From an optimization exercise on the open Yosys and OpenROAD flow, aimed at small area and a short achievable clock period; shortcuts taken in it are not production practice. Function was checked by simulation only, so behaviour that the tests miss may differ from the original. Power and IR drop assume default switching activity.

## run 1
==> flow/design.v (excerpt) <==
module mac_array_2x2
#(
  parameter int DATA_W = mac_pkg::DATA_W,
  parameter int ACC_W  = mac_pkg::ACC_W
) (
  input  logic                  clk,
  input  logic                  rst_n,
  input  logic                  en,
  input  logic                  clear,
  input  logic [4*DATA_W-1:0]   a,
  input  logic [4*DATA_W-1:0]   b,
  output logic [4*ACC_W-1:0]    acc
);
  for (genvar gi = 0; gi < 2; gi++) begin : g_row
    for (genvar gj = 0; gj < 2; gj++) begin : g_col
      mac_pe #(
        .DATA_W (DATA_W),
        .ACC_W  (ACC_W)
      ) u_pe (
        .clk   (clk),
        .rst_n (rst_n),
        .en    (en),
        .clear (clear),
        .a     (a[(2*gi+gj)*DATA_W +: DATA_W]),
        .b     (b[(2*gi+gj)*DATA_W +: DATA_W]),
        .acc   (acc[(2*gi+gj)*ACC_W +: ACC_W])
      );
    end
  end
endmodule
Size in the first run: about 170 flip-flops, about 200 I/O pins, roughly 17000 um2 of cells after synthesis.
export LEC_CHECK = 0
export CAP_MARGIN = 5
export CORE_MARGIN = 2
export CORE_UTILIZATION = 40
export CTS_BUF_LIST = sky130_fd_sc_hd__clkbuf_4 sky130_fd_sc_hd__clkbuf_8
export SETUP_SLACK_MARGIN = 2.3
export SLEW_MARGIN = 5
export SYNTH_HIERARCHICAL = 1
export SYNTH_MINIMUM_KEEP_SIZE = 0
create_clock -name core_clock -period 6.5 [get_ports {clk}]
standard.sh (not shown) runs the stock make flow with config.mk's settings and CLKGATE_MAP_FILE= SYNTH_SCRIPT=/design/flow/synth_recipe.tcl, a recipe that flattens the netlist after the stock synthesis.
==> flow/flow/run.sh <==
#!/bin/bash
# Layout: the standard flow (standard.sh), with the port buffers that
# global placement inserts made plain buf_1 cells (the resizer sizes them up
# where timing needs it) instead of the delay buffers the resizer picks by
# default.  make's full output goes to standard.log; each ORFS step also keeps
# its own log under orfs/logs/.
set -euo pipefail
export BUFFER_PORTS_ARGS="-buffer_cell sky130_fd_sc_hd__buf_1"
bash standard.sh > standard.log 2>&1
Run 1 reached the final stage; the timing, design-rule and antenna checks on its layout passed.
Changes in run 2 relative to run 1:
Settings: swapping 2.3 for 2.4 in SETUP_SLACK_MARGIN; swapping 5 for 20 in CAP_MARGIN; swapping 5 for 20 in SLEW_MARGIN.
Results
- Post-route standard cell area excluding fillers sits higher in run 2 than in run 1.
- On clock edge transition at the registers on the reported setup and hold paths, run 1 tracks run 2 almost exactly.
- Relative to run 1, the area overhead of the layout relative to synthesis of run 2 is higher by 1.5 points.
- Comparing run 1 with run 2, the share of synthesized cell area in and, or, nand and nor gates came out essentially unchanged.
- Going from run 1 to run 2, amount of wire on met3 after detailed routing grew by more than a quarter.
- [compare] base=run 1 new=run 2: worst setup margin grew by 0.053 ns; power grew by 1.5%; count of clock-buffer cells in the layout grew by 6; cell count shrank by 0.51%.
Input-level comparison between run 3 and run 2:
Settings: setting GPL_ROUTABILITY_DRIVEN to 0 for the first time; changing CORE_UTILIZATION from 40 to 55; changing SETUP_SLACK_MARGIN from 2.4 to 2.3.
### Flow results
- Reported for run 3 and run 2, I/O pin total turned out identical to the last digit.
- Part of the cycle the worst path needs: higher on run 3
- Compared with run 2, run 3 shows a higher fraction of met1 tracks used by global routing.
- The core of run 3 is more densely filled than that of run 2.
- Run 3 finished every stage and its layout cleared the timing, design-rule and antenna checks.
- Compared with run 2, run 3 shows non-clock buffer count that has gone down slightly.
- Critical path depth | run 3 above run 2
- Relative to run 2, the total routed wirelength measured on run 3 has decreased by a little under 10%.
- Compared with run 2, run 3 shows a number of clock-tree buffers in the layout that is 4.3% lower.

---

mac_array_2x2, a different RTL version from the one above (not shown whole).
Size in the first run: roughly 1900 cells after synthesis, about 200 flip-flops, ~18000 µm² of cells after synthesis.
clock: 6.5 ns
lec_check: 0
cap_margin: 20
core_margin: 2
core_utilization: 40
setup_slack_margin: 2.0
slew_margin: 20
==> flow/flow/run.sh <==
#!/bin/bash
# Layout: the standard flow (standard.sh), with the port buffers that
# global placement inserts made plain buf_2 cells instead of the delay buffers
# the resizer picks by default, and ORFS's power recovery after global route
# (it downsizes gates on paths that keep slack).  make's full output goes to
# standard.log; each ORFS step also keeps its own log under orfs/logs/.
set -euo pipefail
export BUFFER_PORTS_ARGS="-buffer_cell sky130_fd_sc_hd__buf_2"
export RECOVER_POWER=100
bash standard.sh > standard.log 2>&1
The first run completed and failed the layout checks on capacitance limit, slew limit.
Then changed:
==> flow/flow/run.sh (replaced) <==
#!/bin/bash
# Layout: the standard flow (standard.sh), with the port buffers that
# global placement inserts made plain buf_2 cells instead of the delay buffers
# the resizer picks by default.  make's full output goes to standard.log; each
# ORFS step also keeps its own log under orfs/logs/.
set -euo pipefail
export BUFFER_PORTS_ARGS="-buffer_cell sky130_fd_sc_hd__buf_2"
bash standard.sh > standard.log 2>&1
After rerunning: With this change the flow went through all stages and came out clean. Setup slack is better by 800 ps. Routed wire length is about the same. Final cell count barely changes. Clock skew barely changes. Via count hardly moves. Non-clock buffer count stays the same. Clock-buffer cell count does not change.

---

ember:
mac_array_2x2 with an RTL version that a note above also has.
Size: roughly 1700 cells after synthesis, about 170 flip-flops, ~200 I/O pins, roughly 17000 um2 of cells after synthesis.
clock: 6.5 ns
lec_check: 0
cap_margin: 20
core_margin: 2
core_utilization: 55
cts_buf_list: sky130_fd_sc_hd__clkbuf_4 sky130_fd_sc_hd__clkbuf_8
setup_slack_margin: 2.3
slew_margin: 20
synth_hierarchical: 1
synth_minimum_keep_size: 0
==> flow/flow/run.sh <==
#!/bin/bash
# Layout: the standard flow (standard.sh), with the port buffers that
# global placement inserts made plain buf_1 cells (the resizer sizes them up
# where timing needs it) instead of the delay buffers the resizer picks by
# default.  make's full output goes to standard.log; each ORFS step also keeps
# its own log under orfs/logs/.
set -euo pipefail
export BUFFER_PORTS_ARGS="-buffer_cell sky130_fd_sc_hd__buf_1"
bash standard.sh > standard.log 2>&1
Inputs modified between ember and quartz:
Settings: PLACE_DENSITY newly set to 0.8.
The higher power came out of quartz. Summary: with ember as the reference, non-clock buffer count in quartz moved up slightly. The wire length of the first global-routing pass of quartz was inferior to that of ember. For the met3 layer wire length in the routed design, quartz came in about 17% lower than ember did. Looking at part of the cycle the worst path needs, quartz sits 0.48 points above ember.

-- afterwards: timing with drivers on the ports --
The results above use ideal ports. As a check the final layouts listed here were re-extracted and re-timed, cells and wires unchanged. Step 1 (the two cells are an assumption about what drives the block):
set clk [get_ports {clk}]
set_driving_cell -lib_cell sky130_fd_sc_hd__clkbuf_16 $clk
set_driving_cell -lib_cell sky130_fd_sc_hd__buf_2 [delete_from_list [all_inputs] $clk]
Step 2 also shifts input and output timing later by t, the mid clock arrival at the registers, as if the neighbouring blocks saw the same clock. Three values: no drivers, after step 1, after step 2; two values: the first two.
run | t, ns | setup slack, ns | hold WS [ns] | latest minus earliest clock arrival (ns) | pins driven straight from the clock port
run 1 | 0.613 | 2.402 / 2.411 / 1.805 | 0.589 / 0.589 / 0.589 | 0.020 / 0.020 | 1
run 2 | 0.598 | 2.456 / 2.477 / 1.879 | 0.588 / 0.588 / 0.588 | 0.022 / 0.022 | 1
run 3 | 0.526 | 2.350 / 2.365 / 1.839 | 0.593 / 0.593 / 0.593 | 0.009 / 0.008 | 1
the first run of note 2 | 0.546 | 1.351 / 1.295 / 0.835 | 0.520 / 0.520 / 0.520 | 0.025 / 0.025 | 1
the second run of note 2 | 0.546 | 2.151 / 2.095 / 1.771 | 0.520 / 0.520 / 0.520 | 0.025 / 0.025 | 1
ember | 0.526 | 2.350 / 2.365 / 1.839 | 0.593 / 0.593 / 0.593 | 0.009 / 0.008 | 1
quartz | 0.534 | 2.319 / 2.334 / 1.801 | 0.594 / 0.594 / 0.594 | 0.017 / 0.017 | 1
The setup slack of run 1, which loses most, moves by +0.009 ns with the drivers and by -0.597 ns with both steps.
